Source: an optimization exercise on an open RTL-to-GDS flow (aim: small area, a short achievable clock period and few clock cycles per item). Production flows keep margins and buffers that such runs may drop.
Where RTL was checked, it was by simulation tests only, not by an equivalence proof against the original.

## before
==> module xtea_core, before the edit <==
module xtea_core (
    input  logic         clock,
    input  logic         reset_n,
    input  logic         in_valid,
    output logic         in_ready,
    input  logic         mode,
    input  logic [31:0]  data_in1,
    input  logic [31:0]  data_in2,
    input  logic [127:0] key_in,
    output logic         out_valid,
    input  logic         out_ready,
    output logic [31:0]  data_out1,
    output logic [31:0]  data_out2,
    output logic         busy
);
    localparam logic [31:0] DELTA   = 32'h9E3779B9;
    localparam logic [31:0] SUM_DEC = 32'hC6EF3720;
    logic         prep;     
    logic         run;      
    logic         full;     
    logic         ph;       
    logic         mode_q;
    logic [31:0]  x;
    logic [31:0]  y;
    logic [31:0]  sum;      
    logic [31:0]  kk;       
    logic [127:0] key_q;
    logic         idle;
    logic         accept;
    logic         last;
    logic         fin_dec;
    logic [1:0]   idx;
    logic [31:0]  kw;
    logic [31:0]  mx;
    logic [31:0]  y_new;
    function automatic logic [31:0] add_bk(input logic [31:0] a, input logic [31:0] b,
                                           input logic cin);
        logic [32:0] gg;
        logic [32:0] pp;
        logic [31:0] p;
        p  = a ^ b;
        gg = {a & b, cin};
        pp = {p, 1'b0};
        for (int d = 1; d < 33; d = d * 2) begin
            for (int i = 2 * d - 1; i < 33; i = i + 2 * d) begin
                gg[i] = gg[i] | (pp[i] & gg[i - d]);
                pp[i] = pp[i] & pp[i - d];
            end
        end
        for (int d = 16; d >= 1; d = d / 2) begin
            for (int i = 3 * d - 1; i < 33; i = i + 2 * d) begin
                gg[i] = gg[i] | (pp[i] & gg[i - d]);
                pp[i] = pp[i] & pp[i - d];
            end
        end
        add_bk = p ^ gg[31:0];
    endfunction
    assign idle      = !prep && !run;
    assign in_ready  = idle && (!full || out_ready);
    assign accept    = in_valid && in_ready;
    assign out_valid = full;
    assign busy      = prep || run || full;
    assign idx = (ph ^ mode_q) ? sum[12:11] : sum[1:0];
    always_comb begin
        case (idx)
            2'd0:    kw = key_q[127:96];
            2'd1:    kw = key_q[95:64];
            2'd2:    kw = key_q[63:32];
            default: kw = key_q[31:0];
        endcase
    end
    assign mx    = ((y << 4) ^ (y >> 5)) + y;
    assign y_new = x + (mx ^ kk) + {31'd0, mode_q};
    assign last    = !ph && !(sum[0] || sum[1] || sum[20]);
    assign fin_dec = last && mode_q;
    always_ff @(posedge clock or negedge reset_n) begin
        if (!reset_n) begin
            prep <= 1'b0;
            run  <= 1'b0;
            full <= 1'b0;
        end else begin
            prep <= accept;
            if (prep) begin
                run <= 1'b1;
            end else if (run && last) begin
                run <= 1'b0;
            end
            if (run && last) begin
                full <= 1'b1;
            end else if (out_ready) begin
                full <= 1'b0;
            end
        end
    end
    always_ff @(posedge clock) begin
        if (accept) begin
            x      <= data_in1;
            y      <= data_in2;
            mode_q <= mode;
        end else if (prep) begin
            if (mode_q) begin
                x <= y;
                y <= x;
            end
        end else if (run) begin
            x <= fin_dec ? y_new : y;
            if (!fin_dec) y <= y_new;
        end
        if (idle) begin
            key_q <= key_in;
            sum   <= mode ? SUM_DEC : 32'd0;
            ph    <= 1'b0;
        end else begin
            ph <= !ph;
            if (!ph) sum <= add_bk(sum, mode_q ? -DELTA : DELTA, 1'b0);
        end
        kk <= add_bk(sum, kw, 1'b0) ^ {32{mode_q}};
    end
    assign data_out1 = x;
    assign data_out2 = y;
endmodule
==> flow/config.mk <==
export PLATFORM = sky130hd
export DESIGN_NAME = xtea_core
export DESIGN_NICKNAME = xtea_core
export VERILOG_FILES = /design/flow/design.v
export SDC_FILE = /design/flow/constraint.sdc
export NUM_CORES = 4
export LEC_CHECK = 0
export CAP_MARGIN = 20
export CORE_MARGIN = 2
export CORE_UTILIZATION = 40
export SLEW_MARGIN = 20
==> flow/constraint.sdc <==
create_clock -name core_clock -period 12.0 [get_ports {clock}]
set_input_delay 2.4000 -clock core_clock [delete_from_list [all_inputs] [get_ports {clock}]]
set_output_delay 2.4000 -clock core_clock [all_outputs]
set_load 0.01 [all_outputs]
run.sh (not shown) runs the stock make flow with config.mk's settings and CLKGATE_MAP_FILE= SYNTH_SCRIPT=/design/flow/synth_recipe.tcl, a recipe that flattens the netlist after the stock synthesis.
Inputs modified between before and after:
==> flow/design.v <==
module xtea_core (
    input  logic         clock,
    input  logic         reset_n,
    input  logic         in_valid,
    output logic         in_ready,
    input  logic         mode,
    input  logic [31:0]  data_in1,
    input  logic [31:0]  data_in2,
    input  logic [127:0] key_in,
    output logic         out_valid,
    input  logic         out_ready,
    output logic [31:0]  data_out1,
    output logic [31:0]  data_out2,
    output logic         busy
);
    localparam logic [31:0] DELTA   = 32'h9E3779B9;
    localparam logic [31:0] SUM_DEC = 32'hC6EF3720;
    logic         prep;     
    logic         run;      
    logic         full;     
    logic         ph;       
    logic         mode_q;
    logic [31:0]  x;
    logic [31:0]  y;
    logic [31:0]  sum;      
    logic [31:0]  kk;       
    logic [127:0] key_q;
    logic         idle;
    logic         accept;
    logic         last;
    logic [1:0]   idx;
    logic [31:0]  kw;
    logic [31:0]  mx;
    logic [31:0]  y_new;
    assign idle      = !prep && !run;
    assign in_ready  = idle && (!full || out_ready);
    assign accept    = in_valid && in_ready;
    assign out_valid = full;
    assign busy      = prep || run || full;
    assign idx = (ph ^ mode_q) ? sum[12:11] : sum[1:0];
    always_comb begin
        case (idx)
            2'd0:    kw = key_q[127:96];
            2'd1:    kw = key_q[95:64];
            2'd2:    kw = key_q[63:32];
            default: kw = key_q[31:0];
        endcase
    end
    assign mx    = ((y << 4) ^ (y >> 5)) + y;
    assign y_new = x + (mx ^ kk) + {31'd0, mode_q};
    assign last = !ph && !(sum[0] || sum[1] || sum[20]);
    always_ff @(posedge clock or negedge reset_n) begin
        if (!reset_n) begin
            prep <= 1'b0;
            run  <= 1'b0;
            full <= 1'b0;
        end else begin
            prep <= accept;
            if (prep) begin
                run <= 1'b1;
            end else if (run && last) begin
                run <= 1'b0;
            end
            if (run && last) begin
                full <= 1'b1;
            end else if (out_ready) begin
                full <= 1'b0;
            end
        end
    end
    always_ff @(posedge clock) begin
        if (accept) begin
            x      <= mode ? data_in2 : data_in1;
            y      <= mode ? data_in1 : data_in2;
            mode_q <= mode;
        end else if (run) begin
            x <= y;
            y <= y_new;
        end
        if (idle) begin
            key_q <= key_in;
            sum   <= mode ? SUM_DEC : 32'd0;
            ph    <= 1'b0;
        end else begin
            kk  <= (sum + kw) ^ {32{mode_q}};
            ph  <= !ph;
            if (!ph) sum <= mode_q ? (sum - DELTA) : (sum + DELTA);
        end
    end
    assign data_out1 = mode_q ? y : x;
    assign data_out2 = mode_q ? x : y;
endmodule
==> comparison <==
The run showing the smaller placed instance count is before. after ended up with a higher via count than before did. before → after: share of post-route cells with drive strength above 1 increased 3.5 points; via count of the first global-routing pass increased 572; fmax essentially unchanged; post-route worst setup slack increased 0.0072 ns. after has completed all stages; timing, DRC and antenna checks passed. after ends up with lower non-clock buffer instance count of the final layout than before does. Diff after and before: met1 track demand over resource in global routing higher in before. Cmp after vs before: met2 layer usage reported by global route lower in after.
No functional check of the RTL was part of any run of this note.

Another version of the RTL of xtea_core (not shown whole).
For scale: roughly 260 I/O pins.
==> module xtea_core, before the edit <==
module xtea_core (
    input  logic         clock,
    input  logic         reset_n,
    input  logic         in_valid,
    output logic         in_ready,
    input  logic         mode,
    input  logic [31:0]  data_in1,
    input  logic [31:0]  data_in2,
    input  logic [127:0] key_in,
    output logic         out_valid,
    input  logic         out_ready,
    output logic [31:0]  data_out1,
    output logic [31:0]  data_out2,
    output logic         busy
);
    localparam logic [31:0] DELTA       = 32'h9E3779B9;
    localparam logic [31:0] NEG_SUM_DEC = 32'h3910C8E0;   
    logic         prep;     
    logic         run;      
    logic         full;     
    logic         nrdy_a;   
    logic         rdy_b;    
    logic         ph;       
    logic         mode_q;
    logic [31:0]  x;
    logic [31:0]  y;
    logic [31:0]  sum;      
    logic [31:0]  kk;       
    logic [127:0] key_q;
    logic         idle;
    logic         prep_nx;
    logic         run_nx;
    logic         full_nx;
    logic         idle_nx;
    logic         accept;
    logic         last;
    logic         fin_dec;
    logic [1:0]   idx;      
    logic [31:0]  sum_nx;
    logic [31:0]  s_nx;     
    logic         ph_nx;
    logic [1:0]   idx_nx;
    logic [31:0]  kw;
    logic [31:0]  mx;
    logic [31:0]  y_new;
    function automatic logic [31:0] add_bk(input logic [31:0] a, input logic [31:0] b,
                                           input logic cin);
        logic [32:0] gg;
        logic [32:0] pp;
        logic [31:0] p;
        p  = a ^ b;
        gg = {a & b, cin};
        pp = {p, 1'b0};
        for (int d = 1; d < 33; d = d * 2) begin
            for (int i = 2 * d - 1; i < 33; i = i + 2 * d) begin
                gg[i] = gg[i] | (pp[i] & gg[i - d]);
                pp[i] = pp[i] & pp[i - d];
            end
        end
        for (int d = 16; d >= 1; d = d / 2) begin
            for (int i = 3 * d - 1; i < 33; i = i + 2 * d) begin
                gg[i] = gg[i] | (pp[i] & gg[i - d]);
                pp[i] = pp[i] & pp[i - d];
            end
        end
        add_bk = p ^ gg[31:0];
    endfunction
    assign idle      = !prep && !run;
    assign in_ready  = !nrdy_a || (rdy_b && out_ready);
    assign accept    = in_valid && in_ready;
    assign out_valid = full;
    assign busy      = prep || run || full;
    always_comb begin
        if (idle) begin
            sum_nx = mode ? NEG_SUM_DEC : 32'd0;
            ph_nx  = 1'b0;
            s_nx   = 32'd0;
            idx_nx = mode ? 2'd2 : 2'd0;   
        end else begin
            sum_nx = ph ? sum : add_bk(sum, DELTA, 1'b0);
            ph_nx  = !ph;
            s_nx   = mode_q ? -sum_nx : sum_nx;
            idx_nx = (ph_nx ^ mode_q) ? s_nx[12:11] : s_nx[1:0];
        end
    end
    always_comb begin
        case (idx)
            2'd0:    kw = key_q[127:96];
            2'd1:    kw = key_q[95:64];
            2'd2:    kw = key_q[63:32];
            default: kw = key_q[31:0];
        endcase
    end
    assign mx    = ((y << 4) ^ (y >> 5)) + y;
    assign y_new = x + (mx ^ kk) + {31'd0, mode_q};
    assign last    = !ph && !(sum[2] || sum[24] || sum[27]);
    assign fin_dec = last && mode_q;
    assign prep_nx = accept;
    assign run_nx  = prep || (run && !last);
    assign full_nx = (run && last) || (full && !out_ready);
    assign idle_nx = !prep_nx && !run_nx;
    always_ff @(posedge clock or negedge reset_n) begin
        if (!reset_n) begin
            prep   <= 1'b0;
            run    <= 1'b0;
            full   <= 1'b0;
            nrdy_a <= 1'b0;
            rdy_b  <= 1'b0;
        end else begin
            prep   <= prep_nx;
            run    <= run_nx;
            full   <= full_nx;
            nrdy_a <= !(idle_nx && !full_nx);
            rdy_b  <= idle_nx && full_nx;
        end
    end
    always_ff @(posedge clock) begin
        if (accept) begin
            x      <= data_in1;
            y      <= data_in2;
            mode_q <= mode;
        end else if (prep) begin
            if (mode_q) begin
                x <= y;
                y <= x;
            end
        end else if (run) begin
            x <= fin_dec ? y_new : y;
            if (!fin_dec) y <= y_new;
        end
        if (idle) key_q <= key_in;
        sum <= sum_nx;
        ph  <= ph_nx;
        idx <= idx_nx;
        kk <= add_bk(sum, kw ^ {32{mode_q}}, 1'b0);
    end
    assign data_out1 = x;
    assign data_out2 = y;
endmodule
==> flow/config.mk <==
export PLATFORM = sky130hd
export DESIGN_NAME = xtea_core
export DESIGN_NICKNAME = xtea_core
export VERILOG_FILES = /design/flow/design.v
export SDC_FILE = /design/flow/constraint.sdc
export NUM_CORES = 4
export LEC_CHECK = 0
export CAP_MARGIN = 20
export CORE_MARGIN = 2
export CORE_UTILIZATION = 40
export SLEW_MARGIN = 20
==> flow/constraint.sdc <==
create_clock -name core_clock -period 12.0 [get_ports {clock}]
set_input_delay 2.4000 -clock core_clock [delete_from_list [all_inputs] [get_ports {clock}]]
set_output_delay 2.4000 -clock core_clock [all_outputs]
set_load 0.01 [all_outputs]
standard.sh (not shown) runs the stock make flow with config.mk's settings and CLKGATE_MAP_FILE= SYNTH_SCRIPT=/design/flow/synth_recipe.tcl, a recipe that flattens the netlist after the stock synthesis.
==> flow/flow/run.sh <==
#!/bin/bash
# Layout flow: the standard flow with these changes:
# - synthesis: the standard flow's synthesis script (flow/synth.tcl) with ABC mapping by flow/map.abc,
#   run into syn/; its netlist is then handed to the standard flow as SYNTH_NETLIST_FILES;
# - the ports are buffered by the smallest buffer cell (buf_1);
# - clock tree synthesis adds no dummy loads and uses clkbuf_8;
# - timing repair aims at a setup slack of SETUP_SLACK_MARGIN.
# Logs: synth.log (synthesis make output), flow.log (the standard flow's make output), and
# ORFS's per-step logs under syn/logs and orfs/logs.
set -euo pipefail
here=$(pwd)
export FLOW_ABC_SCRIPT=$here/flow/map.abc
make -C "$FLOW_HOME" DESIGN_CONFIG="$here/config.mk" WORK_HOME="$here/syn" CLKGATE_MAP_FILE= \
  SYNTH_SCRIPT="$here/flow/synth.tcl" synth > synth.log 2>&1
export SYNTH_NETLIST_FILES=$here/syn/results/$FLOW_PLATFORM/xtea_core/base/1_2_yosys.v
export BUFFER_PORTS_ARGS="-buffer_cell sky130_fd_sc_hd__buf_1"
export CTS_ARGS="-sink_clustering_enable -repair_clock_nets -dont_use_dummy_load -buf_list {sky130_fd_sc_hd__clkbuf_8}"
export SETUP_SLACK_MARGIN=6.5
bash standard.sh > flow.log 2>&1
==> flow/flow/map.abc <==
&get -n
&st
&dch
&nf {D}
&put
buffer
upsize {D}
dnsize {D}
==> flow/flow/synth.tcl <==
# The standard flow's synthesis script (synth_recipe.tcl) with one change: Yosys's abc calls map the logic
# with the ABC script named by $::env(FLOW_ABC_SCRIPT) instead of ORFS's abc_speed.script.
proc synth {args} { yosys synth -nofsm -noshare {*}$args }
proc abc {args} {
  set i [lsearch -exact $args -script]
  if {$i >= 0} {
    set args [lreplace $args $i [expr {$i + 1}] -script $::env(FLOW_ABC_SCRIPT)]
  }
  yosys abc {*}$args
}
source $::env(SCRIPTS_DIR)/synth.tcl
# left out here: clear keep_hierarchy, flatten, clean up, hide names made inside functions, write 1_2_yosys.v
Edit:
--- a/flow/design.v
+++ b/flow/design.v
@@ -14,6 +14,5 @@
     output logic         busy
 );
-    localparam logic [31:0] DELTA       = 32'h9E3779B9;
-    localparam logic [31:0] NEG_SUM_DEC = 32'h3910C8E0;   
+    localparam logic [31:0] DELTA   = 32'h9E3779B9;
     logic         prep;     
     logic         run;      
@@ -25,5 +24,5 @@
     logic [31:0]  x;
     logic [31:0]  y;
-    logic [31:0]  sum;      
+    logic [5:0]   n;        
     logic [31:0]  kk;       
     logic [127:0] key_q;
@@ -37,8 +36,9 @@
     logic         fin_dec;
     logic [1:0]   idx;      
-    logic [31:0]  sum_nx;
-    logic [31:0]  s_nx;     
+    logic [5:0]   n_nx;
     logic         ph_nx;
     logic [1:0]   idx_nx;
+    logic [31:0]  sum;      
+    logic [31:0]  sums [33];
     logic [31:0]  kw;
     logic [31:0]  mx;
@@ -71,15 +71,17 @@
     assign out_valid = full;
     assign busy      = prep || run || full;
+    for (genvar i = 0; i < 33; i++) begin : g_sum
+        assign sums[i] = 32'(i * DELTA);
+    end
+    assign sum = sums[n];
     always_comb begin
         if (idle) begin
-            sum_nx = mode ? NEG_SUM_DEC : 32'd0;
+            n_nx   = mode ? 6'd32 : 6'd0;
             ph_nx  = 1'b0;
-            s_nx   = 32'd0;
-            idx_nx = mode ? 2'd2 : 2'd0;   
+            idx_nx = mode ? sums[32][12:11] : sums[0][1:0];
         end else begin
-            sum_nx = ph ? sum : add_bk(sum, DELTA, 1'b0);
+            n_nx   = ph ? n : (mode_q ? n - 6'd1 : n + 6'd1);
             ph_nx  = !ph;
-            s_nx   = mode_q ? -sum_nx : sum_nx;
-            idx_nx = (ph_nx ^ mode_q) ? s_nx[12:11] : s_nx[1:0];
+            idx_nx = (ph_nx ^ mode_q) ? sums[n_nx][12:11] : sums[n_nx][1:0];
         end
     end
@@ -94,5 +96,5 @@
     assign mx    = ((y << 4) ^ (y >> 5)) + y;
     assign y_new = x + (mx ^ kk) + {31'd0, mode_q};
-    assign last    = !ph && !(sum[2] || sum[24] || sum[27]);
+    assign last    = !ph && (mode_q ? (n == 6'd0) : n[5]);
     assign fin_dec = last && mode_q;
     assign prep_nx = accept;
@@ -130,8 +132,8 @@
         end
         if (idle) key_q <= key_in;
-        sum <= sum_nx;
+        n   <= n_nx;
         ph  <= ph_nx;
         idx <= idx_nx;
-        kk <= add_bk(sum, kw ^ {32{mode_q}}, 1'b0);
+        kk <= add_bk(sum, kw, 1'b0) ^ {32{mode_q}};
     end
     assign data_out1 = x;
The changed run went through all stages and came out clean.
Synthesized area drops slightly.
Clock skew climbs by 0.016 ns.
Worst setup slack is better by 0.29 ns.
Utilization barely changes.
Design area falls slightly.
Die area drops slightly.
Clock-buffer cell count went down by 3.
Routed wire length rose by a few percent.
Synthesized cell count rises by a few percent.
Via count went up by a few percent.
Maximum frequency went up by a few percent.
Global-route usage climbs by 0.80 points.
Testbench counts after the change, summed over its fixed seeds: cycles 25,352, items 384.
The RTL of the first run of this note was laid out without a check of its function.

==> separate check: timing with driven ports <==
In the flow no input, the clock included, has a driving cell. The finished layouts below were timed again as built, in two steps.
Step 1: set_driving_cell puts a clkbuf_16 on clock and a buf_2 on each other input, an assumption about the parent block.
Step 2 adds t to the input delays and takes it off the output delays; t is the mean of the earliest and latest rising clock arrival at the registers after step 1. Input paths then give back, and output paths get back, about the clock's delay inside the block.
a / b / c = ideal / step 1 / step 2; a / b = the first two.
run | t (ns) | setup slack, ns | worst data-port slew with drivers (ns)
before | 0.626 | 5.944 / 5.918 / 5.918 | 0.07
after | 0.629 | 5.951 / 5.919 / 5.919 | 0.06
the first run of note 2 | 0.624 | 6.536 / 6.513 / 6.513 | 0.09
the second run of note 2 | 0.614 | 6.829 / 6.807 / 6.807 | 0.05
After both steps every run listed still meets setup and hold. The setup slack of after, which loses most, moves by -0.032 ns with the drivers and by -0.032 ns with both steps.
